From an optimization exercise on the open Yosys and OpenROAD flow, aimed at small area and a short achievable clock period; shortcuts taken in it are not production practice.
RTL that was checked went through simulation tests only; none was proved equivalent to the original.
Function not checked in runs 1 to 3: the RTL went through the layout flow alone.

File: design/flow/flow/run.sh
#!/bin/bash
# The standard layout (standard.sh), with every input port buffered by a buf_1 cell
# and every output port by a buf_2 cell, instead of the delay buffer buffer_ports
# picks by default. The buffers are placed by flow/ports.tcl, sourced just before
# global placement, where the standard flow would call buffer_ports.
export DONT_BUFFER_PORTS=1
export PRE_GLOBAL_PLACE_TCL="$PWD/flow/ports.tcl"
bash standard.sh > standard.log 2>&1
File: design/flow/flow/ports.tcl
# Port buffers, as the standard flow's buffer_ports, with chosen cells.
puts "Perform port buffering (flow/ports.tcl)..."
buffer_ports -inputs -buffer_cell sky130_fd_sc_hd__buf_1
buffer_ports -outputs -buffer_cell sky130_fd_sc_hd__buf_2
File: design/flow/standard.sh
#!/bin/bash
# synth_recipe.tcl (not shown) runs the flow's synth.tcl, then flattens the netlist and writes it again
# the make line also repeats each setting of config.mk as NAME=value (left out here)
make -C /OpenROAD-flow-scripts/flow DESIGN_CONFIG=/design/flow/config.mk WORK_HOME=/design/flow/orfs CLKGATE_MAP_FILE= SYNTH_SCRIPT=/design/flow/synth_recipe.tcl "${@:-finish}"
File: design/flow/config.mk
export PLATFORM = sky130hd
export DESIGN_NAME = eqController
export DESIGN_NICKNAME = eqController
export VERILOG_FILES = /design/flow/design.v
export SDC_FILE = /design/flow/constraint.sdc
export NUM_CORES = 4
export LEC_CHECK = 0
export ABC_AREA = 0
export CAP_MARGIN = 0
export CORE_MARGIN = 2
export CORE_UTILIZATION = 55
export CTS_BUF_LIST = sky130_fd_sc_hd__clkbuf_4 sky130_fd_sc_hd__clkbuf_8
export PLACE_DENSITY = 0.75
export SETUP_SLACK_MARGIN = 4.5
export SLEW_MARGIN = 0
export TNS_END_PERCENT = 5
File: design/flow/constraint.sdc
create_clock -name core_clock -period 7.0 [get_ports {S_AXI_ACLK}]
set_input_delay 1.4000 -clock core_clock [delete_from_list [all_inputs] [get_ports {S_AXI_ACLK}]]
set_output_delay 1.4000 -clock core_clock [all_outputs]
set_load 0.01 [all_outputs]
File: design/flow/design.v
module eqController #(
    parameter int ADDR_WIDTH     = 6,
    parameter int GAIN_FRAC_BITS = 14
) (
    input  logic                  S_AXI_ACLK,
    input  logic                  S_AXI_ARESETN,
    input  logic                  wr,
    input  logic [ADDR_WIDTH-1:0] wrAddr,
    input  logic [31:0]           wrData,
    output logic                  adcReq,
    output logic [15:0]           adcCmd,
    input  logic                  adcAck,
    input  logic [15:0]           adcData,
    output logic                  dacReq,
    output logic [31:0]           dacWord,
    input  logic                  dacAck
);
    logic        enable;
    logic [15:0] gain0, gain1;
    logic        rst;
    logic        weEn, weG0, weG1;
    logic [15:0] gainIn;
    assign rst    = !S_AXI_ARESETN;
    assign weEn   = rst | (wr && wrAddr == ADDR_WIDTH'(4));
    assign weG0   = rst | (wr && wrAddr == ADDR_WIDTH'(6));
    assign weG1   = rst | (wr && wrAddr == ADDR_WIDTH'(7));
    assign gainIn = (wrData[15:0] & {16{~rst}}) | (16'h4000 & {16{rst}});
    always_ff @(posedge S_AXI_ACLK) begin
        if (weEn) enable <= wrData[0] & ~rst;
        if (weG0) gain0  <= gainIn;
        if (weG1) gain1  <= gainIn;
    end
    localparam logic [3:0] S_IDLE = 4'd0;
    localparam logic [3:0] S_AREQ = 4'd1;
    localparam logic [3:0] S_AREL = 4'd2;
    localparam logic [3:0] S_C0   = 4'd3;
    localparam logic [3:0] S_C1   = 4'd4;
    localparam logic [3:0] S_C2   = 4'd5;
    localparam logic [3:0] S_C3   = 4'd6;
    localparam logic [3:0] S_DREQ = 4'd7;
    localparam logic [3:0] S_DREL = 4'd8;
    localparam logic [3:0] S_N1   = 4'd9;
    localparam logic [3:0] S_NX   = 4'd10;
    logic [3:0] state;
    logic       chan;
    always_ff @(posedge S_AXI_ACLK) begin
        if (!S_AXI_ARESETN) begin
            state <= S_IDLE;
            chan  <= 1'b0;
        end else begin
            case (state)
                S_IDLE: if (enable) state <= S_AREQ;
                S_AREQ: if (adcAck) state <= S_AREL;
                S_AREL: if (!adcAck) state <= S_C0;
                S_C0:   state <= S_C1;
                S_C1:   state <= S_C2;
                S_C2:   state <= S_C3;
                S_C3:   state <= S_DREQ;
                S_DREQ: if (dacAck) state <= S_DREL;
                S_DREL: if (!dacAck) state <= S_N1;
                S_N1: begin
                    state <= S_NX;
                    chan  <= !chan;
                end
                S_NX:   state <= enable ? S_AREQ : S_IDLE;
                default: state <= S_IDLE;
            endcase
        end
    end
    assign adcReq = (state == S_AREQ);
    assign dacReq = (state == S_DREQ);
    logic [15:0] s;
    logic [16:0] sx;
    always_ff @(posedge S_AXI_ACLK) s <= {~adcData[15], adcData[14:0]};
    assign sx = {s[15], s};
    logic        hit;
    logic [15:0] gSel;
    logic [5:0]  gNextLo;
    assign hit     = wr && (wrAddr == ADDR_WIDTH'({5'd3, chan}));
    assign gSel    = chan ? gain1 : gain0;
    assign gNextLo = hit ? wrData[5:0] : gSel[5:0];
    logic [4:0] gT;
    always_ff @(posedge S_AXI_ACLK) gT <= gSel[15:11];
    logic [6:0] win;
    always_comb begin
        case (state)
            S_C0:    win = {gNextLo, 1'b0};
            S_C1:    win = gSel[11:5];
            default: win = {gT[4], gT[4], gT};
        endcase
    end
    logic [2:0] dNeg, dOne, dTwo;
    always_ff @(posedge S_AXI_ACLK) begin
        for (int k = 0; k < 3; k++) begin
            logic [2:0] w;
            w = win[2*k +: 3];
            dNeg[k] <= w[2] & ~(w[1] & w[0]);
            dOne[k] <= w[1] ^ w[0];
            dTwo[k] <= (w[2] & ~w[1] & ~w[0]) | (~w[2] & w[1] & w[0]);
        end
    end
    logic [16:0] p0, p1, p2;
    assign p0 = (({17{dOne[0]}} & sx) | ({17{dTwo[0]}} & {sx[15:0], 1'b0})) ^ {17{dNeg[0]}};
    assign p1 = (({17{dOne[1]}} & sx) | ({17{dTwo[1]}} & {sx[15:0], 1'b0})) ^ {17{dNeg[1]}};
    assign p2 = (({17{dOne[2]}} & sx) | ({17{dTwo[2]}} & {sx[15:0], 1'b0})) ^ {17{dNeg[2]}};
    logic [19:0] acc;
    logic        first;
    logic        neg5;          
    logic [2:0]  g119;
    assign g119 = hit ? wrData[11:9] : gSel[11:9];
    always_ff @(posedge S_AXI_ACLK) neg5 <= g119[2] & ~(g119[1] & g119[0]);
    logic [15:0] A;
    logic        Ahi;
    always_ff @(posedge S_AXI_ACLK) first <= (state == S_C0);    
    always_comb begin
        A      = acc[19:4] & {16{~first}};
        A[4]   = first ? dNeg[2] : acc[8];
        A[10]  = first ? neg5 : acc[14];
        Ahi    = ~A[15];
    end
    wire t0 = A[0] ^ p0[0];
    wire t1 = t0 ^ dNeg[0];
    wire t2 = t0 ? dNeg[0] : A[0];
    wire t3 = A[1] ^ p0[1];
    wire t4 = A[1] & p0[1];
    wire t5 = A[2] ^ p0[2];
    wire t6 = t5 ? p1[0] : A[2];
    wire t7 = t5 ^ p1[0] ^ dNeg[1];
    wire t8 = ~t7 & dNeg[1];
    wire t9 = A[3] ^ p0[3];
    wire t10 = t9 ? p1[1] : A[3];
    wire t11 = t9 ^ p1[1];
    wire t12 = t11 ^ t6;
    wire t13 = t11 & t6;
    wire t14 = A[4] ^ p0[4];
    wire t15 = t14 ? p1[2] : A[4];
    wire t16 = t14 ^ p1[2] ^ p2[0];
    wire t17 = t16 ^ t10;
    wire t18 = t16 ? t10 : p2[0];
    wire t19 = A[5] ^ p0[5];
    wire t20 = t19 ? p1[3] : A[5];
    wire t21 = t19 ^ p1[3] ^ p2[1];
    wire t22 = t21 ^ t15;
    wire t23 = t21 ? t15 : p2[1];
    wire t24 = A[6] ^ p0[6];
    wire t25 = t24 ? p1[4] : A[6];
    wire t26 = t24 ^ p1[4] ^ p2[2];
    wire t27 = t26 ^ t20;
    wire t28 = t26 ? t20 : p2[2];
    wire t29 = A[7] ^ p0[7];
    wire t30 = t29 ? p1[5] : A[7];
    wire t31 = t29 ^ p1[5] ^ p2[3];
    wire t32 = t31 ^ t25;
    wire t33 = t31 ? t25 : p2[3];
    wire t34 = A[8] ^ p0[8];
    wire t35 = t34 ? p1[6] : A[8];
    wire t36 = t34 ^ p1[6] ^ p2[4];
    wire t37 = t36 ^ t30;
    wire t38 = t36 ? t30 : p2[4];
    wire t39 = A[9] ^ p0[9];
    wire t40 = t39 ? p1[7] : A[9];
    wire t41 = t39 ^ p1[7] ^ p2[5];
    wire t42 = t41 ^ t35;
    wire t43 = t41 ? t35 : p2[5];
    wire t44 = A[10] ^ p0[10];
    wire t45 = t44 ? p1[8] : A[10];
    wire t46 = t44 ^ p1[8] ^ p2[6];
    wire t47 = t46 ^ t40;
    wire t48 = t46 ? t40 : p2[6];
    wire t49 = A[11] ^ p0[11];
    wire t50 = t49 ? p1[9] : A[11];
    wire t51 = t49 ^ p1[9] ^ p2[7];
    wire t52 = t51 ^ t45;
    wire t53 = t51 ? t45 : p2[7];
    wire t54 = A[12] ^ p0[12];
    wire t55 = t54 ? p1[10] : A[12];
    wire t56 = t54 ^ p1[10] ^ p2[8];
    wire t57 = t56 ^ t50;
    wire t58 = t56 ? t50 : p2[8];
    wire t59 = A[13] ^ p0[13];
    wire t60 = t59 ? p1[11] : A[13];
    wire t61 = t59 ^ p1[11] ^ p2[9];
    wire t62 = t61 ^ t55;
    wire t63 = t61 ? t55 : p2[9];
    wire t64 = A[14] ^ p0[14];
    wire t65 = t64 ? p1[12] : A[14];
    wire t66 = t64 ^ p1[12] ^ p2[10];
    wire t67 = t66 ^ t60;
    wire t68 = t66 ? t60 : p2[10];
    wire t69 = A[15] ^ p0[15];
    wire t70 = t69 ? p1[13] : A[15];
    wire t71 = t69 ^ p1[13] ^ p2[11];
    wire t72 = t71 ^ t65;
    wire t73 = t71 ? t65 : p2[11];
    wire t74 = Ahi ^ ~p0[16];
    wire t75 = t74 ? p1[14] : Ahi;
    wire t76 = t74 ^ p1[14] ^ p2[12];
    wire t77 = t76 ^ t70;
    wire t78 = t76 ? t70 : p2[12];
    wire t79 = p2[13] ^ ~p1[15];
    wire t80 = t79 ^ t75;
    wire t81 = t79 ? t75 : p2[13];
    wire t82 = ~p1[16] ^ p2[14];
    wire t83 = t82 ^ p1[15];
    wire t84 = t82 ? p1[15] : ~p1[16];
    wire [21:0] csaX = {1'b1, ~p2[16], ~p2[15], t83, t80, t77, t72, t67, t62, t57, t52, t47, t42, t37, t32, t27, t22, t17, t12, t7, t3, t1};
    wire [21:0] csaY = {1'b0, p2[15], t84, t81, t78, t73, t68, t63, t58, t53, t48, t43, t38, t33, t28, t23, t18, t13, t8, t4, t2, 1'b0};
    logic [21:0] sum;
    assign sum = csaX + csaY;
    always_ff @(posedge S_AXI_ACLK) begin
        if (state == S_C1 || state == S_C2 || state == S_C3) acc <= sum[21:2];
    end
    logic        ovf;
    logic [15:0] code;
    assign ovf  = (acc[17] != acc[16]) || (acc[17] != acc[15]);
    assign code = ovf ? {16{~acc[17]}} : {~acc[15], acc[14:0]};
    assign adcCmd  = {1'b1, chan, 14'd0};
    assign dacWord = {15'h0018, chan, code};
endmodule
==> results.toml, run 1 <==
[global_route]
grt_pass1_wl_um = 25100
antenna_found_initial = 0
grt_max_degree = 25
grt_overflow = 0
grt_pass1_vias = 5039
grtUsageTotal_pct = 23.8

[synth]
synth.avg_cell_area_um2 = 9.48
synthDistinctLibCells = 62
async_reset_ff_share_pct = 0
syn_inst = 722
synth-edff-count = 53
synth_flop_cell = "edfxtp_1"
ys_seq_area_share_pct = 34.1
synth-seq-cells = 90
syn_area_um2 = 6850
synth_warnings = 1

[sta]
max_freq_mhz = 299
fin_skew_ns = 0.00762
fin_crit_sh_pct = 47.8
finalSetupViolations = 0
finalHoldViolCount = 0
setup-tns-final_ns = 0
min_period_ns = 3.34
drv_slew = 0
worst_pin_slew_ns = 0.999
rsz0062_at_grt = "yes"
slew_headroom_pct = 33.4

[worst_setup_path]
path_delay_family = "compound AO/OA/AOI/OAI gates"
critical-path-max-stage-delay_ns = 0.42
crit_path_cell_trace = "buf_4 -> a22oi_2 -> xnor2_2 -> xnor2_1 -> xnor2_1 -> maj3_2 -> ha_4 -> nand4_1 -> a211oi_2 -> nor3b_1 -> or3_1 -> a211o_1 -> nand3_1"
critical_path.slowest_cell = "or3_1"
path_buf_inv = 1
end_kind = "flop"
worstPathArrival_ns = 3.57
worstSetupStartpointType = "flop"
path_max_fanout = 12
cp_common_cell = "xnor2_1"
critPathKind = "reg2reg"
cp.required_ns = 7.23

[floorplanning]
die_x_um = 116
fp-row-count = 40
ios = 109
die_h_um = 116
fp.dieArea_um2 = 13400
initial_core_util_pct = 56.8
core_area_um2 = 12100

[cts]
htreeDepth = 3
cts_root_buf = "clkbuf_8"
clockBufferDepth = 2
cts_buffers = 9
path_clk_slew_ns = 0.10
clkLatencyLatePin_ns = 0.37
cts_tree = "done"
clkSinkCount = 90

[outcome]
run_status = "complete, no violations"

[final_layout]
final_core_util_pct = 66.4
drive_above_1_share_pct = 25.8
layout_common_cells = "xnor2_1 (109), nor2_1 (69), buf_4 (57)"
final_common_cell = "xnor2_1"
num-nets-final = 843
antenna-diode-count = 0
area_growth_pct = 16.9

[placed_design]
io_buffers = 62
gp_congestion = 0.871
dp_hpwl_um = 10700

[routing]
ant_nets = 0
drt_iter0_drc = 272
drc_errors = 0
drt_wl_total_um = 15800
vias_per_cell = 5.69
route.detailed.wl_per_inst_um = 17.0
route.vias.total = 5293
drt_first_pass_iters = 6

[job]
maxCapViolations = 0

[worst_hold_path]
holdCritPathClass = "reg2reg"
==> kinds of logic (layout without fill, tap and decap cells) <==
family          count (synthesis)  count (layout)  share of synthesized area (%)
simple gates                  183             183                           13.6
compound gates                149             149                           14.9
xor+xnor                      135             135                           17.4
flops                          90              90                           34.1
buf+inv                        85              98                           7.15
fa+ha+maj                      55              55                           9.19
mux                            23              23                           3.60
other cells                     2              30                          0.110
==> registers in the layout, indices dropped and copies added, names as in the netlist <==
register / cells
dTwo: 3
dNeg: 3
first: 1
dOne: 3
enable: 1
s: 16
acc: 20
gain1: 16
neg5: 1
gain0: 16
gT: 5
state: 4
chan: 1
==> cell type report <==
cell class	count	area, um2
Multi-Input combinational cell	575	4610
Fill cell	896	4060
Sequential cell	90	2360
Timing Repair Buffer	65	557
Tap cell	168	210
Clock buffer	9	124
Clock inverter	7	73.8
Inverter	17	63.8
==> final timing paths <==
check                           startpoint       to  slack, ns  cells past startpoint
worst min register to register   gain0[12]    gT[1]       0.49                      1
worst max-delay path               dTwo[0]  acc[12]       3.66                     13
worst min-delay path             gain0[12]    gT[1]       0.49                      1
worst max register to register     dTwo[0]  acc[12]       3.66                     13
==> routing by layer <==
layer	global-route usage, %	vias to the layer above	part of all wire [%]
met1	33.4	2531	46
li1	-	2557	-
met5	0	-	0
met2	38.8	182	47
met4	6.59	0	1.5
met3	3.40	23	5.0
==> metrics by stage <==
step / std cells / hold slack, ns / instance area (um2) / worst slack [ns]
global route: 931 / 0.508 / 8010 / 3.49
floorplan: 750 / 0.448 / 7260 / 3.89
global placement: 853 / 0.453 / 7030 / 3.12
detailed placement: 853 / 0.457 / 7030 / 3.07
finish: 931 / 0.485 / 8010 / 3.66
CTS: 915 / 0.488 / 7770 / 3.76
==> Yosys cell counts, types with 2 or more instances <==
cell | instances | share of area (%)
buf_1 | 3 | 0.16
conb_1 | 2 | 0.11
o21ai_0 | 20 | 1.5
ha_1 | 25 | 4.6
nand4_1 | 4 | 0.37
or2_2 | 3 | 0.27
mux2_2 | 9 | 1.5
a31oi_1 | 6 | 0.55
mux2i_1 | 13 | 1.9
o21a_1 | 4 | 0.44
o211ai_1 | 6 | 0.66
a221oi_1 | 2 | 0.26
clkbuf_1 | 17 | 0.93
nand2_1 | 36 | 2.0
inv_1 | 17 | 0.93
nor3b_1 | 2 | 0.22
nor3_1 | 3 | 0.22
a22oi_1 | 46 | 5.0
or3_1 | 2 | 0.18
nand3_1 | 5 | 0.37
xnor2_1 | 121 | 15
and3_1 | 5 | 0.46
a21o_1 | 8 | 0.88
nor2b_1 | 25 | 2.3
o31ai_1 | 4 | 0.44
xor2_1 | 13 | 1.7
nor2_1 | 69 | 3.8
a21oi_1 | 35 | 2.6
a211oi_1 | 2 | 0.22
edfxtp_1 | 53 | 23
a211oi_2 | 3 | 0.55
maj3_2 | 5 | 0.82
and2_1 | 18 | 1.6
buf_2 | 10 | 0.73
maj3_1 | 24 | 3.5
o21bai_1 | 2 | 0.22
dfxtp_1 | 37 | 11
buf_4 | 34 | 3.7
buf_6 | 4 | 0.66
nand2b_1 | 3 | 0.27
==> what timing repair did <==
item / CTS / global route
resized for setup: 42 / 23
setup endpoints to repair: 47 / 60
setup buffers: 46 / 16
cloned: 0 / 0
pin swaps: 36 / 28
hold buffers: 0 / 0
==> worst reg2reg max path: cells and delay by family, from the launching register on <==
family | cells | cell delay [ns]
DFF | 1 | 0.41
AOI/OAI and AO/OA | 3 | 0.78
xor gates and xnor gates | 3 | 0.49
buffers and inverters | 1 | 0.15
adders and majority gates | 2 | 0.63
and+or+nand+nor | 4 | 0.72
==> run 2: changes to the inputs <==
--- a/design/flow/config.mk
+++ b/design/flow/config.mk
@@ -11,6 +11,6 @@
 export CORE_UTILIZATION = 55
 export CTS_BUF_LIST = sky130_fd_sc_hd__clkbuf_4 sky130_fd_sc_hd__clkbuf_8
 export PLACE_DENSITY = 0.75
-export SETUP_SLACK_MARGIN = 4.5
+export SETUP_SLACK_MARGIN = 3.25
 export SLEW_MARGIN = 0
 export TNS_END_PERCENT = 5
==> results.toml, run 2 <==
[outcome]
run_status = "complete, no violations"

[worst_setup_path]
worstSetupStartpointType = "flop"
cp-startpoint = "dOne[1]"
end_kind = "flop"
path_max_fanout = 18
rr_startpoint = "dOne[1]"
cp.required_ns = 7.19
r2r_setup_slack_ns = 3.40
ff2ff_path_depth = 11
r2r_end = "acc[19]"
critPathKind = "reg2reg"
worstPathArrival_ns = 3.79

[worst_hold_path]
hold_depth = 1
hold_end = "gT[2]"
holdCritPathClass = "reg2reg"
worstHoldStart = "gain0[13]"

[floorplanning]
core_area_um2 = 12100
fp-row-count = 40
ios = 109
fp.dieArea_um2 = 13400
die_h_um = 116
initial_core_util_pct = 56.8
die_x_um = 116

[synth]
synth_most_common_cell = "xnor2_1"
synth_warnings = 1
syn_inst = 722
async_reset_ff_share_pct = 0
ys_seq_area_share_pct = 34.1
synthDistinctLibCells = 62
syn_area_um2 = 6850
synth-edff-count = 53
synthTopCellsByArea = "edfxtp_1 (23%), xnor2_1 (15%), dfxtp_1 (11%)"
synth.avg_cell_area_um2 = 9.48
synth_top_cell_by_area = "edfxtp_1"
yosysTopAreaCellShare_pct = 23.2
yosys-top-cells-count = "xnor2_1 (121), nor2_1 (69), edfxtp_1 (53)"
synth-seq-cells = 90
synth_flop_cell = "edfxtp_1"

[sta]
slew_headroom_pct = 34.0
setup_ws_ns = 3.40
fin_crit_sh_pct = 51.4
finalHoldViolCount = 0
worst_pin_slew_ns = 0.990
setup-tns-final_ns = 0
whs_ns = 0.479
max_freq_mhz = 278
finalSetupViolations = 0
fin_skew_ns = 0.0126
min_period_ns = 3.60
rsz0062_at_grt = "yes"
drv_slew = 0

[cts]
path_clk_slew_ns = 0.10
htreeDepth = 3
clkSinkCount = 90
cts_buffers = 9
clkLatencyLatePin_ns = 0.38
clockBufferDepth = 2
cts_root_buf = "clkbuf_8"
cts_tree = "done"

[routing]
route.detailed.wl_per_inst_um = 16.0
vias_per_cell = 5.69
drt_wl_total_um = 14000
drt_first_pass_iters = 5
route.vias.total = 4978
drc_errors = 0
ant_nets = 0
drt_iter0_drc = 330

[final_layout]
finalInstanceArea_um2 = 7080
largest_register = "acc"
final_common_cell = "xnor2_1"
final_cells = 875
final_core_util_pct = 58.7
layout_common_cells = "xnor2_1 (121), nor2_1 (69), edfxtp_1 (53)"
area_growth_pct = 3.44
antenna-diode-count = 0
num-nets-final = 787
drive_above_1_share_pct = 9.34
largest_register_ffs = 20

[placed_design]
placed_cells = 853
dp_hpwl_um = 10500
dpl_cell_area_um2 = 6760
io_buffers = 62
place_ws_ns = 2.78
gp_congestion = 0.888

[job]
maxCapViolations = 0

[global_route]
grt_max_degree = 25
grt_overflow = 0
grtUsageTotal_pct = 21.6
antenna_found_initial = 0
grt_pass1_wl_um = 22900
grt_pass1_vias = 4812
## run 2: cell types whose count changed in the layout (fill, tap and decap cells not counted), sizes merged
cell	delta
buf	-56
bufinv	+1
clkinv	-3
inv	+2
## run 2: layer usage
layer  share of wire (%)  vias to the layer above  track usage (%)
li1                    -                     2436                -
met1                  47                     2372             29.7
met2                  46                      159             35.2
met3                 5.6                       11             4.03
met4                0.86                        0             5.86
met5                   0                        -                0
## run 2: worst max-delay path by stage
stage               endpoint  slack (ns)  cells past startpoint
detailed placement   acc[18]        2.78                     12
floorplan           gain1[0]        3.52                      3
global placement     acc[18]        2.88                     11
CTS                  acc[19]        3.24                     11
global route         acc[19]        3.19                     12
finish               acc[19]        3.40                     11
## run 2: layout make-up
class,instances,area (um2)
Fill cell,1041,4980
Multi-Input combinational cell,575,4160
Sequential cell,90,2360
Tap cell,168,210
Clock buffer,9,124
Clock inverter,7,95.1
Timing Repair Buffer,9,67.6
Inverter,17,63.8
## run 2: kinds of logic after synthesis
logic type,share of synthesized area (%)
buf+inv,7.15
fa+ha+maj,9.19
flops,34.1
other cells,0.110
simple gates,13.6
xor+xnor,17.4
compound gates,14.9
mux,3.60
## run 2: critical path, cell delays in order (launching register included)
cell and delay (ns):
dfxtp_4 0.50, a22oi_2 0.14, xnor2_1 0.15, maj3_1 0.41, maj3_1 0.38, ha_1 0.38
a21o_1 0.27, a221oi_1 0.34, o21ai_0 0.18, o211ai_1 0.26, nand2_1 0.14, a311oi_1 0.27
## run 2: repair_timing
item / in CTS / in global routing
endpoints found under the setup margin: 13 / 6
gates resized for setup: 10 / 11
endpoints found under the hold margin: 0 / 0
hold buffers: 0 / 0
buffers inserted: 2 / 4
==> run 3: changes to the inputs <==
--- a/design/flow/design.v
+++ b/design/flow/design.v
@@ -105,19 +105,17 @@
     assign p2 = (({17{dOne[2]}} & sx) | ({17{dTwo[2]}} & {sx[15:0], 1'b0})) ^ {17{dNeg[2]}};
     logic [19:0] acc;
     logic        first;
-    logic        neg5;          
-    logic [2:0]  g119;
-    assign g119 = hit ? wrData[11:9] : gSel[11:9];
-    always_ff @(posedge S_AXI_ACLK) neg5 <= g119[2] & ~(g119[1] & g119[0]);
     logic [15:0] A;
     logic        Ahi;
+    logic        cIn;
     always_ff @(posedge S_AXI_ACLK) first <= (state == S_C0);    
     always_comb begin
         A      = acc[19:4] & {16{~first}};
         A[4]   = first ? dNeg[2] : acc[8];
-        A[10]  = first ? neg5 : acc[14];
+        A[10]  = first ? (gSel[11] & ~(gSel[10] & gSel[9])) : acc[14];
         Ahi    = ~A[15];
     end
+    assign cIn = cHi & ~first;
     wire t0 = A[0] ^ p0[0];
     wire t1 = t0 ^ dNeg[0];
     wire t2 = t0 ? dNeg[0] : A[0];
@@ -129,9 +127,9 @@
     wire t8 = ~t7 & dNeg[1];
     wire t9 = A[3] ^ p0[3];
     wire t10 = t9 ? p1[1] : A[3];
-    wire t11 = t9 ^ p1[1];
+    wire t11 = t9 ^ p1[1] ^ cIn;
     wire t12 = t11 ^ t6;
-    wire t13 = t11 & t6;
+    wire t13 = t11 ? t6 : cIn;
     wire t14 = A[4] ^ p0[4];
     wire t15 = t14 ? p1[2] : A[4];
     wire t16 = t14 ^ p1[2] ^ p2[0];
@@ -205,15 +203,23 @@
     wire t84 = t82 ? p1[15] : ~p1[16];
     wire [21:0] csaX = {1'b1, ~p2[16], ~p2[15], t83, t80, t77, t72, t67, t62, t57, t52, t47, t42, t37, t32, t27, t22, t17, t12, t7, t3, t1};
     wire [21:0] csaY = {1'b0, p2[15], t84, t81, t78, t73, t68, t63, t58, t53, t48, t43, t38, t33, t28, t23, t18, t13, t8, t4, t2, 1'b0};
-    logic [21:0] sum;
-    assign sum = csaX + csaY;
-    always_ff @(posedge S_AXI_ACLK) begin
-        if (state == S_C1 || state == S_C2 || state == S_C3) acc <= sum[21:2];
-    end
+    logic [9:0]  sumLo;
+    logic [12:0] sumHi;
+    logic        cHi;
+    assign sumLo = {1'b0, csaX[8:0]} + {1'b0, csaY[8:0]};
+    assign sumHi = csaX[21:9] + csaY[21:9];
+    always_ff @(posedge S_AXI_ACLK) begin
+        if (state == S_C1 || state == S_C2 || state == S_C3) begin
+            acc <= {sumHi, sumLo[8:2]};
+            cHi <= sumLo[9];
+        end
+    end
+    logic [17:0] r;
     logic        ovf;
     logic [15:0] code;
-    assign ovf  = (acc[17] != acc[16]) || (acc[17] != acc[15]);
-    assign code = ovf ? {16{~acc[17]}} : {~acc[15], acc[14:0]};
+    assign r    = {acc[17:7] + 11'(cHi), acc[6:0]};
+    assign ovf  = (r[17] != r[16]) || (r[17] != r[15]);
+    assign code = ovf ? {16{~r[17]}} : {~r[15], r[14:0]};
     assign adcCmd  = {1'b1, chan, 14'd0};
     assign dacWord = {15'h0018, chan, code};
 endmodule
==> results.toml, run 3 <==
[placed_design]
io_buffers = 62
placed_cells = 784
place_ws_ns = 2.89
dp_hpwl_um = 9980
dpl_cell_area_um2 = 6660
gp_congestion = 0.842

[cts]
clockBufferDepth = 2
cts_tree = "done"
cts_buffers = 9
clkLatencyLatePin_ns = 0.39
clkSinkCount = 90
cts_root_buf = "clkbuf_8"
path_clk_slew_ns = 0.10
postCtsHoldBufs = 0
htreeDepth = 3

[routing]
route.vias.total = 4773
vias_per_cell = 5.89
drt_iter0_drc = 313
ant_nets = 0
route.detailed.wl_per_inst_um = 16.9
drt_first_pass_iters = 5
drt_wl_total_um = 13700
drc_errors = 0

[worst_setup_path]
worstSetupStartpointType = "flop"
critPathKind = "reg2out"
path_max_fanout = 8
end_kind = "output pin"
worstPathArrival_ns = 2.35
cp.required_ns = 5.60

[synth]
synth.avg_cell_area_um2 = 10.0
async_reset_ff_share_pct = 0
syn_area_um2 = 6730
syn_inst = 672
synth_most_common_cell = "xnor2_1"
synth_warnings = 1
synthDistinctLibCells = 73
yosys-top-cells-count = "xnor2_1 (123), edfxtp_1 (54), a22oi_1 (43)"
ys_seq_area_share_pct = 34.8
synth_top_cell_by_area = "edfxtp_1"
yosysTopAreaCellShare_pct = 24.1
synth-edff-count = 54
synth_flop_cell = "edfxtp_1"
synth-seq-cells = 90
synthTopCellsByArea = "edfxtp_1 (24%), xnor2_1 (16%), dfxtp_1 (11%)"

[sta]
max_freq_mhz = 267
finalHoldViolCount = 0
min_period_ns = 3.75
slew_headroom_pct = 22.9
worst_pin_slew_ns = 1.15
setup_ws_ns = 3.25
setup-tns-final_ns = 0
finalSetupViolations = 0
drv_slew = 0
fin_crit_sh_pct = 53.5
rsz0062_at_grt = "yes"
fin_skew_ns = 0.0177

[floorplanning]
ios = 109
die_h_um = 115
fp-row-count = 40
fp.dieArea_um2 = 13100
core_area_um2 = 12000
initial_core_util_pct = 56.3
die_x_um = 115

[global_route]
grt_pass1_wl_um = 21600
grt_max_degree = 27
grt_overflow = 0
grtUsageTotal_pct = 20.9
grt_pass1_vias = 4737
antenna_found_initial = 0

[final_layout]
num-nets-final = 746
final_common_cell = "xnor2_1"
largest_register_ffs = 20
drive_above_1_share_pct = 12.2
final_cells = 811
largest_register = "acc"
layout_common_cells = "xnor2_1 (122), edfxtp_1 (54), a22oi_1 (40)"
antenna-diode-count = 0
finalInstanceArea_um2 = 7080
area_growth_pct = 5.28

[outcome]
run_status = "complete, no violations"

[worst_hold_path]
holdCritPathClass = "reg2reg"

[job]
maxCapViolations = 0
==> run 3: changes by cell type in the layout (fill, tap and decap cells not counted), moves of 5 or more <==
cell,before,now
nor2_1,69,22
nand2_1,36,22
a21oi_1,34,24
nand2b_1,3,12
o21ai_1,3,11
o32ai_1,0,7
a21o_1,8,14
nor2b_1,25,19
o211ai_1,6,0
a31oi_1,6,1
mux2i_1,13,8
nand3_1,5,10
xor2_1,13,18
==> run 3: path summary, 6_finish.rpt <==
| kind | startpoint | to | slack (ns) | cells after the start |
|---|---|---|---|---|
| max | cHi | dacWord[2] | 3.25 | 8 |
| min | gain1[15] | gT[4] | 0.47 | 1 |
| max reg2reg | dOne[2] | acc[17] | 3.44 | 11 |
| min reg2reg | gain1[15] | gT[4] | 0.47 | 1 |
==> run 3: per-stage QoR <==
step                util [%]  hold slack (ns)
floorplan                  -            0.448
global placement        55.7            0.451
detailed placement      55.7            0.461
CTS                     58.0            0.485
global route            59.2            0.493
finish                  59.2            0.473
==> run 3: logic make-up after synthesis <==
group | after synthesis | share of synthesized area [%]
AOI/OAI and AO/OA | 151 | 16.0
xor gates and xnor gates | 144 | 19.1
and+or+nand+nor | 130 | 11.0
DFF | 90 | 34.8
buffers and inverters | 84 | 6.94
adders and majority gates | 57 | 9.82
muxes | 14 | 2.19
other | 2 | 0.112
==> run 3: layout make-up <==
class | instances | area (um2)
clock inverter | 6 | 80.1
multi-input combinational | 526 | 4130
inverter | 17 | 63.8
tap | 147 | 184
timing repair buffer | 15 | 120
clock buffer | 10 | 138
fill | 1004 | 4880
sequential | 90 | 2370
==> run 3: critical path, cell delays in order, from the launching register on <==
cell and delay, ns:
edfxtp_1 0.37, ha_2 0.22, ha_4 0.19, nand3_4 0.09
nor2_4 0.20, a311oi_2 0.15, o31ai_4 0.38, buf_6 0.19
a21o_1 0.17
==> run 3: metal layers <==
layer  up-vias  share of wire [%]  GRT usage [%]  wire length (um)
li1       2310                  -              -                 -
met1      2265                 43           24.4              5860
met2       163                 49           35.8              6680
met3        35                5.7           5.82               784
met4         0                2.7           9.19               372
met5         -                  0              0                 0
==> run 3: what timing repair did <==
action                                  in CTS  in global routing
gates cloned                                 0                  1
endpoints found under the setup margin      21                 21
buffers inserted                             3                  7
pin swaps                                    1                 10
resized for setup                           15                 23
==> run 4: changes to the inputs <==
--- a/design/flow/design.v
+++ b/design/flow/design.v
@@ -107,7 +107,6 @@
     logic        first;
     logic [15:0] A;
     logic        Ahi;
-    logic        cIn;
     always_ff @(posedge S_AXI_ACLK) first <= (state == S_C0);    
     always_comb begin
         A      = acc[19:4] & {16{~first}};
@@ -115,7 +114,6 @@
         A[10]  = first ? (gSel[11] & ~(gSel[10] & gSel[9])) : acc[14];
         Ahi    = ~A[15];
     end
-    assign cIn = cHi & ~first;
     wire t0 = A[0] ^ p0[0];
     wire t1 = t0 ^ dNeg[0];
     wire t2 = t0 ? dNeg[0] : A[0];
@@ -127,9 +125,9 @@
     wire t8 = ~t7 & dNeg[1];
     wire t9 = A[3] ^ p0[3];
     wire t10 = t9 ? p1[1] : A[3];
-    wire t11 = t9 ^ p1[1] ^ cIn;
+    wire t11 = t9 ^ p1[1];
     wire t12 = t11 ^ t6;
-    wire t13 = t11 ? t6 : cIn;
+    wire t13 = t11 & t6;
     wire t14 = A[4] ^ p0[4];
     wire t15 = t14 ? p1[2] : A[4];
     wire t16 = t14 ^ p1[2] ^ p2[0];
@@ -203,23 +201,15 @@
     wire t84 = t82 ? p1[15] : ~p1[16];
     wire [21:0] csaX = {1'b1, ~p2[16], ~p2[15], t83, t80, t77, t72, t67, t62, t57, t52, t47, t42, t37, t32, t27, t22, t17, t12, t7, t3, t1};
     wire [21:0] csaY = {1'b0, p2[15], t84, t81, t78, t73, t68, t63, t58, t53, t48, t43, t38, t33, t28, t23, t18, t13, t8, t4, t2, 1'b0};
-    logic [9:0]  sumLo;
-    logic [12:0] sumHi;
-    logic        cHi;
-    assign sumLo = {1'b0, csaX[8:0]} + {1'b0, csaY[8:0]};
-    assign sumHi = csaX[21:9] + csaY[21:9];
-    always_ff @(posedge S_AXI_ACLK) begin
-        if (state == S_C1 || state == S_C2 || state == S_C3) begin
-            acc <= {sumHi, sumLo[8:2]};
-            cHi <= sumLo[9];
-        end
-    end
-    logic [17:0] r;
+    logic [21:0] sum;
+    assign sum = csaX + csaY;
+    always_ff @(posedge S_AXI_ACLK) begin
+        if (state == S_C1 || state == S_C2 || state == S_C3) acc <= sum[21:2];
+    end
     logic        ovf;
     logic [15:0] code;
-    assign r    = {acc[17:7] + 11'(cHi), acc[6:0]};
-    assign ovf  = (r[17] != r[16]) || (r[17] != r[15]);
-    assign code = ovf ? {16{~r[17]}} : {~r[15], r[14:0]};
+    assign ovf  = (acc[17] != acc[16]) || (acc[17] != acc[15]);
+    assign code = ovf ? {16{~acc[17]}} : {~acc[15], acc[14:0]};
     assign adcCmd  = {1'b1, chan, 14'd0};
     assign dacWord = {15'h0018, chan, code};
 endmodule
==> design/flow/flow/run.sh (replaced) <==
#!/bin/bash
# The standard layout (standard.sh), with every port buffered by a buf_2 cell
# instead of the delay buffer that buffer_ports picks by default. The standard
# flow's own buffer_ports call places them (after global placement's
# remove_buffers), with this cell.
export BUFFER_PORTS_ARGS="-buffer_cell sky130_fd_sc_hd__buf_2"
bash standard.sh > standard.log 2>&1
removed: design/flow/flow/ports.tcl
==> results.toml, run 4 <==
[synth]
ys_seq_area_share_pct = 34.1
yosysTopAreaCellShare_pct = 23.5
synthTopCellsByArea = "edfxtp_1 (23%), xnor2_1 (16%), dfxtp_1 (11%)"
synthDistinctLibCells = 67
synth_top_family_by_area = "XOR/XNOR gates"
synth_most_common_cell = "xnor2_1"
yosys-top-cells-count = "xnor2_1 (121), nor2_1 (74), edfxtp_1 (53)"
syn_area_um2 = 6790
syn_inst = 721
synth-edff-count = 53
async_reset_ff_share_pct = 0
synth-seq-cells = 89
synth_top_cell_by_area = "edfxtp_1"
synth.avg_cell_area_um2 = 9.41
synth_simple_gate_area_share_pct = 13.1
synthAdderAreaFrac_pct = 9.31
synth_flop_cell = "edfxtp_1"
synth_compound_gate_area_share_pct = 16.2
synthXorXnorAreaFrac_pct = 17.4
synthMuxAreaShare_pct = 2.36
synth_warnings = 1

[routing]
met1_length_um = 6830
vias_per_cell = 5.64
wl_met2_um = 6540
drt_wl_total_um = 14400
ant_nets = 0
route.detailed.wl_per_inst_um = 15.7
drt_iter0_drc = 334
route.vias.total = 5162
met3_length_um = 839
drt_first_pass_iters = 5
drc_errors = 0
dr.max_layer_used = "met4"

[final_layout]
layout_common_cells = "xnor2_1 (121), nor2_1 (74), buf_2 (62)"
num-nets-final = 849
final_cells = 916
drive_above_1_share_pct = 16.8
nFillCells = 1054
final_common_cell = "xnor2_1"
area_growth_pct = 7.58
final_core_util_pct = 60.8
largest_register_ffs = 20
largest_register = "acc"
antenna-diode-count = 0

[worst_setup_path]
worstSetupStartpointType = "flop"
end_kind = "flop"
path_max_fanout = 17
cp.required_ns = 7.12
worstPathArrival_ns = 3.69
critPathKind = "reg2reg"

[floorplanning]
die_h_um = 115
initial_core_util_pct = 56.5
die_x_um = 115
fp.dieArea_um2 = 13200
ios = 109
core_area_um2 = 12000
fp-row-count = 40

[sta]
drv_slew = 0
fin_crit_sh_pct = 51.0
whs_ns = 0.480
rsz0062_at_grt = "yes"
finalHoldViolCount = 0
setup-tns-final_ns = 0
slew_headroom_pct = 35.4
min_period_ns = 3.57
worst_pin_slew_ns = 0.969
finalSetupViolations = 0
fin_skew_ns = 0.0151
max_freq_mhz = 280

[placed_design]
gp_congestion = 0.899
dp_hpwl_um = 10900
placed_cells = 893
io_buffers = 62

[cts]
clkLatencyLatePin_ns = 0.38
path_clk_slew_ns = 0.09
htreeDepth = 3
cts_buffers = 9
postCtsHoldBufs = 0
clkSinkCount = 89
cts_root_buf = "clkbuf_8"
cts_tree = "done"
clockBufferDepth = 2

[outcome]
run_status = "complete, no violations"

[global_route]
grt_max_degree = 32
grt_pass1_wl_um = 23800
grt_pass1_vias = 4907
grt_overflow = 0
antenna_found_initial = 0
grtUsageTotal_pct = 22.6

[worst_hold_path]
holdCritPathClass = "reg2reg"

[job]
maxCapViolations = 0
-- run 4: changes by cell type in the layout (fill, tap and decap cells not counted), moves of 9 or more --
| cell | change |
|---|---|
| buf_2 | +62 |
| nor2_1 | +52 |
| nand2b_1 | -9 |
| nand2_1 | +12 |
| a21oi_1 | +10 |
-- run 4: metal layers --
metal | vias to the layer above | track usage, %
met5 | - | 0
met4 | 0 | 5.46
met3 | 14 | 3.69
met2 | 169 | 35.1
met1 | 2404 | 33.2
li1 | 2575 | -
-- run 4: cell families after synthesis --
group | count (synthesis)
AOI/OAI and AO/OA | 157
xor gates and xnor gates | 134
adders and majority gates | 55
buffers and inverters | 88
DFF | 89
muxes | 15
other | 2
and+or+nand+nor | 181
-- run 4: critical path: stages, from the launching register on --
cell,delay [ns]
dfxtp_2,0.55
a22oi_1,0.18
xnor2_1,0.16
maj3_2,0.34
maj3_1,0.37
ha_1,0.38
a21oi_1,0.26
o22ai_1,0.14
o21ai_0,0.32
a31oi_1,0.18
a221oi_1,0.34
xnor2_1,0.10
-- run 4: area by class of cell --
class | count | area [um2] | area share [%]
sequential | 89 | 2340 | 32.0
clock inverter | 7 | 81.3 | 1.11
tap | 147 | 184 | 2.52
timing repair buffer | 71 | 384 | 5.26
inverter | 21 | 78.8 | 1.08
clock buffer | 9 | 124 | 1.70
multi-input combinational | 572 | 4110 | 56.3
-- run 4: path summary, 6_finish.rpt --
| kind | slack [ns] | cells past startpoint | end | from |
|---|---|---|---|---|
| setup reg to reg | 3.43 | 11 | acc[18] | dTwo[1] |
| setup / recovery | 3.43 | 11 | acc[18] | dTwo[1] |
| hold / removal | 0.48 | 1 | gT[4] | gain0[15] |
| hold reg to reg | 0.48 | 1 | gT[4] | gain0[15] |
-- run 4: what timing repair did --
action | CTS | global route
gates cloned | 0 | 0
endpoints found under the hold margin | 0 | 0
buffers inserted | 2 | 5
gates resized for setup | 9 | 13
endpoints found under the setup margin | 13 | 9
-- run 4: stage by stage --
step	cell area, um2	setup slack [ns]
CTS	7210	3.22
global route	7300	3.21
floorplan	6890	3.62
detailed placement	6980	2.69
finish	7300	3.43
global placement	6980	2.81
==> run 5: changes to the inputs <==
==> design/flow/flow/run.sh (replaced) <==
#!/bin/bash
# The standard layout (standard.sh), with every port buffered by a buf_1 cell
# instead of the delay buffer that buffer_ports picks by default. The standard
# flow's own buffer_ports call places them (after global placement's
# remove_buffers), with this cell.
export BUFFER_PORTS_ARGS="-buffer_cell sky130_fd_sc_hd__buf_1"
bash standard.sh > standard.log 2>&1
--- a/design/flow/config.mk
+++ b/design/flow/config.mk
@@ -11,6 +11,6 @@
 export CORE_UTILIZATION = 55
 export CTS_BUF_LIST = sky130_fd_sc_hd__clkbuf_4 sky130_fd_sc_hd__clkbuf_8
 export PLACE_DENSITY = 0.75
-export SETUP_SLACK_MARGIN = 3.25
+export SETUP_SLACK_MARGIN = 3
 export SLEW_MARGIN = 0
 export TNS_END_PERCENT = 5
==> results.toml, run 5 <==
[cts]
clkSinkCount = 89
path_clk_slew_ns = 0.10
cts_root_buf = "clkbuf_8"
cts_buffers = 9
postCtsHoldBufs = 0
cts_tree = "done"
htreeDepth = 3
clkLatencyLatePin_ns = 0.37
clockBufferDepth = 2

[placed_design]
io_buffers = 62
dpl_cell_area_um2 = 6900
dp_hpwl_um = 10500
gp_congestion = 0.910

[worst_setup_path]
ff2ff_path_depth = 11
cp-startpoint = "dTwo[0]"
r2r_setup_slack_ns = 3.22
r2r_end = "acc[18]"
end_kind = "flop"
rr_startpoint = "dTwo[0]"
path_max_fanout = 16
critPathKind = "reg2reg"
worstSetupStartpointType = "flop"
cp.required_ns = 7.12
worstPathArrival_ns = 3.90

[sta]
setup-tns-final_ns = 0
worst_pin_slew_ns = 0.987
finalSetupViolations = 0
max_freq_mhz = 264
finalHoldViolCount = 0
min_period_ns = 3.78
fin_skew_ns = 0.0130
drv_slew = 0
rsz0062_at_grt = "yes"
fin_crit_sh_pct = 54.0
slew_headroom_pct = 34.1

[final_layout]
final_common_cell = "xnor2_1"
largest_register_ffs = 20
finalInstanceArea_um2 = 7150
num-nets-final = 846
largest_register = "acc"
area_growth_pct = 5.44
drive_above_1_share_pct = 7.57
antenna-diode-count = 0
layout_common_cells = "xnor2_1 (121), nor2_1 (74), buf_1 (62)"

[synth]
syn_inst = 721
syn_area_um2 = 6790
synth_most_common_cell = "xnor2_1"
synthTopCellsByArea = "edfxtp_1 (23%), xnor2_1 (16%), dfxtp_1 (11%)"
synth_top_cell_by_area = "edfxtp_1"
synthDistinctLibCells = 67
synth.avg_cell_area_um2 = 9.41
synth-edff-count = 53
ys_seq_area_share_pct = 34.1
async_reset_ff_share_pct = 0
synth-seq-cells = 89
yosys-top-cells-count = "xnor2_1 (121), nor2_1 (74), edfxtp_1 (53)"
synth_warnings = 1
yosysTopAreaCellShare_pct = 23.5
synth_flop_cell = "edfxtp_1"

[floorplanning]
core_area_um2 = 12000
fp.dieArea_um2 = 13200
initial_core_util_pct = 56.5
fp-row-count = 40
die_h_um = 115
ios = 109
die_x_um = 115

[routing]
dr.max_layer_used = "met4"
vias_per_cell = 5.62
drt_iter0_drc = 275
drt_wl_total_um = 13700
ant_nets = 0
met3_length_um = 641
wl_met2_um = 6020
met1_length_um = 6780
drc_errors = 0
drt_first_pass_iters = 5
route.detailed.wl_per_inst_um = 15.0
route.vias.total = 5127

[job]
maxCapViolations = 0

[global_route]
grt_pass1_vias = 4769
antenna_found_initial = 0
grt_pass1_wl_um = 22700
grt_overflow = 0
grtUsageTotal_pct = 21.4
grt_max_degree = 32

[worst_hold_path]
worstHoldStart = "gain0[14]"
holdCritPathClass = "reg2reg"
hold_depth = 1
hold_end = "gT[3]"

[outcome]
run_status = "complete, no violations"
[run 5: cell count changes in the layout (fill, tap and decap cells not counted), moves of 2 or more]
| cell | previous run | this run |
|---|---|---|
| buf_1 | 0 | 62 |
| buf_2 | 62 | 0 |
| buf_4 | 8 | 6 |
| dfxtp_1 | 27 | 29 |
| dfxtp_2 | 3 | 6 |
| dfxtp_4 | 6 | 1 |
[run 5: worst max path at each step]
stage / endpoint / cells after the start
4_1_cts: acc[13] / 12
5_1_grt: acc[19] / 12
2_1_floorplan: acc[17] / 13
3_5_place_dp: acc[19] / 12
6_report: acc[18] / 11
3_3_place_gp: acc[17] / 12
[run 5: per-stage QoR]
step | worst slack, ns | std cells | hold slack [ns] | utilization (%)
global placement | 2.81 | 893 | 0.452 | 57.5
global route | 2.96 | 913 | 0.508 | 59.6
detailed placement | 2.75 | 893 | 0.461 | 57.5
floorplan | 3.62 | 749 | 0.448 | -
CTS | 2.86 | 909 | 0.484 | 59.2
finish | 3.22 | 913 | 0.481 | 59.6
[run 5: logic make-up after synthesis]
kind of cell | count (synthesis) | synth area share [%]
fa+ha+maj | 55 | 9.31
xor+xnor | 134 | 17.4
buf+inv | 88 | 7.41
compound gates | 157 | 16.2
other cells | 2 | 0.111
mux | 15 | 2.36
simple gates | 181 | 13.1
flops | 89 | 34.1
[run 5: critical path, stage by stage, from the launching register on]
cell	delay [ns]
dfxtp_1	0.71
a22oi_1	0.26
xnor2_1	0.18
maj3_2	0.33
maj3_1	0.36
ha_1	0.38
a21oi_1	0.26
o22ai_1	0.13
o21ai_0	0.31
a31oi_1	0.17
a221oi_1	0.33
xnor2_1	0.11
[run 5: final cells by class]
cell class | count | area, um2
timing repair buffer | 68 | 278
fill | 1075 | 4860
clock buffer | 9 | 124
inverter | 21 | 78.8
clock inverter | 7 | 87.6
tap | 147 | 184
sequential | 89 | 2320
multi-input combinational | 572 | 4080
[run 5: routing by layer]
| metal | up-vias | GRT usage, % |
|---|---|---|
| li1 | 2564 | - |
| met1 | 2376 | 31.3 |
| met2 | 164 | 33.0 |
| met3 | 23 | 2.42 |
| met4 | 0 | 7.15 |
| met5 | - | 0 |
[run 5: timing repair]
| item | 4_1_cts | 5_1_grt |
|---|---|---|
| hold endpoints to repair | 0 | 0 |
| setup endpoints to repair | 6 | 12 |
| buffers inserted | 0 | 4 |
| cloned | 0 | 0 |
| gates resized for setup | 1 | 7 |
==> run 6: changes to the inputs <==
--- a/design/flow/config.mk
+++ b/design/flow/config.mk
@@ -11,6 +11,6 @@
 export CORE_UTILIZATION = 55
 export CTS_BUF_LIST = sky130_fd_sc_hd__clkbuf_4 sky130_fd_sc_hd__clkbuf_8
 export PLACE_DENSITY = 0.75
-export SETUP_SLACK_MARGIN = 3
+export SETUP_SLACK_MARGIN = 3.5
 export SLEW_MARGIN = 0
 export TNS_END_PERCENT = 5
==> results.toml, run 6 <==
[routing]
vias_per_cell = 5.64
drc_errors = 0
route.detailed.wl_per_inst_um = 15.3
route.vias.total = 5218
drt_first_pass_iters = 5
drt_wl_total_um = 14100
ant_nets = 0
drt_iter0_drc = 314

[synth]
synth-seq-cells = 89
synthDistinctLibCells = 67
synth_top_cell_by_area = "edfxtp_1"
async_reset_ff_share_pct = 0
syn_area_um2 = 6790
yosys-top-cells-count = "xnor2_1 (121), nor2_1 (74), edfxtp_1 (53)"
synth.avg_cell_area_um2 = 9.41
synth_most_common_cell = "xnor2_1"
synth-edff-count = 53
ys_seq_area_share_pct = 34.1
synthTopCellsByArea = "edfxtp_1 (23%), xnor2_1 (16%), dfxtp_1 (11%)"
yosysTopAreaCellShare_pct = 23.5
synth_flop_cell = "edfxtp_1"
synth_warnings = 1
syn_inst = 721

[final_layout]
largest_register_ffs = 20
num-nets-final = 858
area_growth_pct = 8.46
drive_above_1_share_pct = 12.0
layout_common_cells = "xnor2_1 (120), nor2_1 (74), buf_1 (62)"
final_cells = 925
antenna-diode-count = 0
finalInstanceArea_um2 = 7360
final_core_util_pct = 61.3
largest_register = "acc"
final_common_cell = "xnor2_1"

[cts]
cts_buffers = 9
clkLatencyLatePin_ns = 0.37
path_clk_slew_ns = 0.09
cts_root_buf = "clkbuf_8"
clkSinkCount = 89
clockBufferDepth = 2
cts_tree = "done"
htreeDepth = 3
postCtsHoldBufs = 0

[sta]
finalHoldViolCount = 0
slew_headroom_pct = 33.6
drv_slew = 0
max_freq_mhz = 288
worst_pin_slew_ns = 0.996
rsz0062_at_grt = "yes"
fin_skew_ns = 0.0127
finalSetupViolations = 0
fin_crit_sh_pct = 49.5
setup-tns-final_ns = 0
min_period_ns = 3.47
setup_ws_ns = 3.53

[floorplanning]
initial_core_util_pct = 56.5
die_x_um = 115
die_h_um = 115
fp-row-count = 40
core_area_um2 = 12000
fp.dieArea_um2 = 13200
ios = 109

[worst_setup_path]
critPathKind = "reg2reg"
end_kind = "flop"
worstSetupStartpointType = "flop"
path_max_fanout = 17
r2r_setup_slack_ns = 3.53
ff2ff_path_depth = 11
cp.required_ns = 7.12
worstPathArrival_ns = 3.58
r2r_end = "acc[18]"
rr_startpoint = "dOne[0]"

[global_route]
antenna_found_initial = 0
grt_overflow = 0
grt_pass1_vias = 4849
grtUsageTotal_pct = 21.7
grt_pass1_wl_um = 23000
grt_max_degree = 25

[worst_hold_path]
hold_end = "gT[3]"
holdCritPathClass = "reg2reg"
hold_depth = 1
worstHoldStart = "gain0[14]"

[placed_design]
placed_cells = 893
dpl_cell_area_um2 = 6900
io_buffers = 62
dp_hpwl_um = 10500
place_ws_ns = 2.75
gp_congestion = 0.910

[outcome]
run_status = "complete, no violations"

[job]
maxCapViolations = 0
[run 6: cell counts after synthesis]
Identical to the previous run, type by type.
[run 6: worst max-delay path by stage]
stage	from	endpoint	slack (ns)	cells after the start
after global placement	chan	acc[17]	2.81	12
after global routing	dOne[0]	acc[19]	3.36	13
after floorplan	chan	acc[17]	3.62	13
after CTS	acc[16]	acc[18]	3.45	10
after detailed placement	chan	acc[19]	2.75	12
final	dOne[0]	acc[18]	3.53	11
[run 6: area by class of cell]
cell class	count	area, um2
fill	1048	4650
timing repair buffer	80	368
clock buffer	9	124
tap	147	184
sequential	89	2350
multi-input combinational	572	4170
clock inverter	7	87.6
inverter	21	78.8
[run 6: cell families (layout without fill, tap and decap cells)]
logic type / count (synthesis) / after routing / synth area share [%]
flops: 89 / 89 / 34.1
other cells: 2 / 30 / 0.111
simple gates: 181 / 181 / 13.1
buf+inv: 88 / 117 / 7.41
mux: 15 / 15 / 2.36
fa+ha+maj: 55 / 55 / 9.31
xor+xnor: 134 / 134 / 17.4
compound gates: 157 / 157 / 16.2
[run 6: layer usage]
metal | routed length (um) | track usage [%] | up-vias
li1 | - | - | 2600
met1 | 6790 | 31.3 | 2435
met2 | 6390 | 34.2 | 161
met3 | 730 | 2.42 | 22
met4 | 229 | 7.39 | 0
met5 | 0 | 0 | -
[run 6: critical path, stage by stage (launching register included)]
cell and delay, ns:
dfxtp_4 0.42, a22oi_1 0.31, xnor2_1 0.11, maj3_2 0.33, maj3_1 0.37, ha_1 0.37
a21o_1 0.20, o21bai_1 0.19, o211ai_1 0.32, a31oi_1 0.17, a221oi_1 0.32, xnor2_1 0.11
[run 6: repair_timing]
item | in CTS | in global routing
setup endpoints to repair | 15 | 10
pin swaps | 1 | 4
gates resized for setup | 18 | 25
cloned | 0 | 0
buffers inserted | 4 | 12
[run 6: through the flow]
| stage | hold WS (ns) |
|---|---|
| after floorplan | 0.448 |
| after global placement | 0.452 |
| after detailed placement | 0.461 |
| after CTS | 0.484 |
| after global routing | 0.508 |
| final | 0.482 |
==> run 7: changes to the inputs <==
--- a/design/flow/config.mk
+++ b/design/flow/config.mk
@@ -11,6 +11,6 @@
 export CORE_UTILIZATION = 55
 export CTS_BUF_LIST = sky130_fd_sc_hd__clkbuf_4 sky130_fd_sc_hd__clkbuf_8
 export PLACE_DENSITY = 0.75
-export SETUP_SLACK_MARGIN = 3.5
+export SETUP_SLACK_MARGIN = 3.25
 export SLEW_MARGIN = 0
 export TNS_END_PERCENT = 5
==> results.toml, run 7 <==
[floorplanning]
core_area_um2 = 12000
ios = 109
die_h_um = 115
fp-row-count = 40
die_x_um = 115
initial_core_util_pct = 56.5
fp.dieArea_um2 = 13200

[final_layout]
num-nets-final = 846
drive_above_1_share_pct = 7.96
antenna-diode-count = 0
largest_register_ffs = 20
finalInstanceArea_um2 = 7180
largest_register = "acc"
area_growth_pct = 5.83
nFillCells = 1071
layout_common_cells = "xnor2_1 (121), nor2_1 (74), buf_1 (62)"
final_common_cell = "xnor2_1"

[synth]
synth-edff-count = 53
synth_most_common_cell = "xnor2_1"
synthDistinctLibCells = 67
synth-seq-cells = 89
yosysTopAreaCellShare_pct = 23.5
synth_warnings = 1
synthTopCellsByArea = "edfxtp_1 (23%), xnor2_1 (16%), dfxtp_1 (11%)"
synth.avg_cell_area_um2 = 9.41
synthXorXnorAreaFrac_pct = 17.4
synth_top_family_by_area = "XOR/XNOR gates"
ys_seq_area_share_pct = 34.1
synth_top_cell_by_area = "edfxtp_1"
yosys-top-cells-count = "xnor2_1 (121), nor2_1 (74), edfxtp_1 (53)"
syn_area_um2 = 6790
syn_inst = 721
synthAdderAreaFrac_pct = 9.31
synth_compound_gate_area_share_pct = 16.2
async_reset_ff_share_pct = 0
synth_simple_gate_area_share_pct = 13.1
synth_flop_cell = "edfxtp_1"
synthMuxAreaShare_pct = 2.36

[worst_setup_path]
critical_path.slowest_cell = "edfxtp_1"
worstPathArrival_ns = 3.68
path_delay_family = "adder cells"
worstSetupStartpointType = "flop"
critical-path-max-stage-delay_ns = 0.61
path_buf_inv = 0
path_max_fanout = 16
cp_common_cell = "maj3_1"
crit_path_cell_trace = "nor2b_1 -> maj3_1 -> maj3_1 -> ha_1 -> a21o_1 -> o22a_1 -> a21oi_1 -> a31oi_1 -> a221oi_1 -> xnor2_1"
critPathKind = "reg2reg"
end_kind = "flop"
cp.required_ns = 7.11

[global_route]
grt_max_degree = 32
grtUsageTotal_pct = 21.4
antenna_found_initial = 0
grt_pass1_wl_um = 22700
grt_overflow = 0
grt_pass1_vias = 4780

[cts]
clkSinkCount = 89
cts_buffers = 9
clockBufferDepth = 2
cts_tree = "done"
path_clk_slew_ns = 0.09
htreeDepth = 3
postCtsHoldBufs = 0
clkLatencyLatePin_ns = 0.37
cts_root_buf = "clkbuf_8"

[sta]
setup-tns-final_ns = 0
worst_pin_slew_ns = 0.974
rsz0062_at_grt = "yes"
finalSetupViolations = 0
max_freq_mhz = 280
fin_crit_sh_pct = 51.0
drv_slew = 0
min_period_ns = 3.57
fin_skew_ns = 0.0117
finalHoldViolCount = 0
slew_headroom_pct = 35.0

[routing]
drc_errors = 0
drt_iter0_drc = 292
ant_nets = 0
vias_per_cell = 5.66
route.vias.total = 5166
route.detailed.wl_per_inst_um = 15.2
drt_wl_total_um = 13900
drt_first_pass_iters = 5

[worst_hold_path]
holdCritPathClass = "reg2reg"

[placed_design]
dp_hpwl_um = 10500
dpl_cell_area_um2 = 6900
io_buffers = 62
gp_congestion = 0.910

[job]
maxCapViolations = 0

[outcome]
run_status = "complete, no violations"
[run 7: cell counts after synthesis]
No cell type changed its count.
[run 7: cell families after synthesis]
kind of cell	after synthesis
fa+ha+maj	55
xor+xnor	134
flops	89
mux	15
simple gates	181
compound gates	157
buf+inv	88
other cells	2
[run 7: worst reg2reg max path, stage by stage (launching register included)]
cell	delay (ns)
edfxtp_1	0.61
nor2b_1	0.28
maj3_1	0.42
maj3_1	0.38
ha_1	0.36
a21o_1	0.23
o22a_1	0.23
a21oi_1	0.23
a31oi_1	0.14
a221oi_1	0.33
xnor2_1	0.11
[run 7: through the flow]
step	util, %	std cells	hold slack [ns]	setup slack, ns
2_1_floorplan	-	749	0.448	3.62
3_3_place_gp	57.5	893	0.452	2.81
3_5_place_dp	57.5	893	0.461	2.75
4_1_cts	59.4	911	0.484	3.21
5_1_grt	59.8	913	0.508	3.19
6_report	59.8	913	0.481	3.43
[run 7: final timing paths]
kind | depth (start not counted) | endpoint | from | slack [ns]
min reg2reg | 1 | gT[3] | gain0[14] | 0.48
min | 1 | gT[3] | gain0[14] | 0.48
max | 10 | acc[18] | acc[16] | 3.43
max reg2reg | 10 | acc[18] | acc[16] | 3.43
[run 7: final cells by class]
class                           count  area, um2  area share, %
Multi-Input combinational cell    572       4090           57.0
Timing Repair Buffer               68        278           3.87
Inverter                           21       78.8           1.10
Sequential cell                    89       2340           32.5
Tap cell                          147        184           2.56
Clock buffer                        9        124           1.73
Clock inverter                      7       87.6           1.22
[run 7: layer usage]
| metal | GRT usage, % | wire [um] |
|---|---|---|
| met2 | 33.1 | 6190 |
| met3 | 2.42 | 741 |
| met4 | 7.23 | 239 |
| met1 | 31.3 | 6700 |
| met5 | 0 | 0 |
[run 7: repair_timing]
item,4_1_cts,5_1_grt
gates resized for setup,6,12
pin swaps,0,1
buffers inserted,2,2
setup endpoints to repair,13,9
cloned,0,0

==> port drivers added, routing unchanged <==
The results above use ideal ports. As a check the final layouts listed here were re-extracted and re-timed, cells and wires unchanged. Step 1, drivers: a clkbuf_16 drives S_AXI_ACLK and a buf_2 each remaining input, both assumed. Step 2 adds t to the input delays and takes it off the output delays; t is the mean of the earliest and latest rising clock arrival at the registers after step 1. Input paths then give back, and output paths get back, about the clock's delay inside the block. Slacks: no drivers / after step 1 / after step 2; pairs: no drivers / after step 1.
run | shift t [ns] | setup WS [ns] | worst setup path after step 2
run 1 | 0.401 | 3.657 / 3.657 / 3.630 | input to register
run 2 | 0.406 | 3.403 / 3.403 / 3.403 | register to register
run 3 | 0.417 | 3.252 / 3.218 / 3.444 | register to register
run 4 | 0.410 | 3.429 / 3.429 / 3.429 | register to register
run 5 | 0.398 | 3.219 / 3.219 / 3.219 | register to register
run 6 | 0.397 | 3.533 / 3.533 / 3.533 | register to register
run 7 | 0.398 | 3.429 / 3.429 / 3.429 | register to register
After both steps setup and hold are still met in every run listed. For run 1, which loses most, drivers alone change the setup slack by 0.000 ns; drivers and shift together by -0.027 ns.
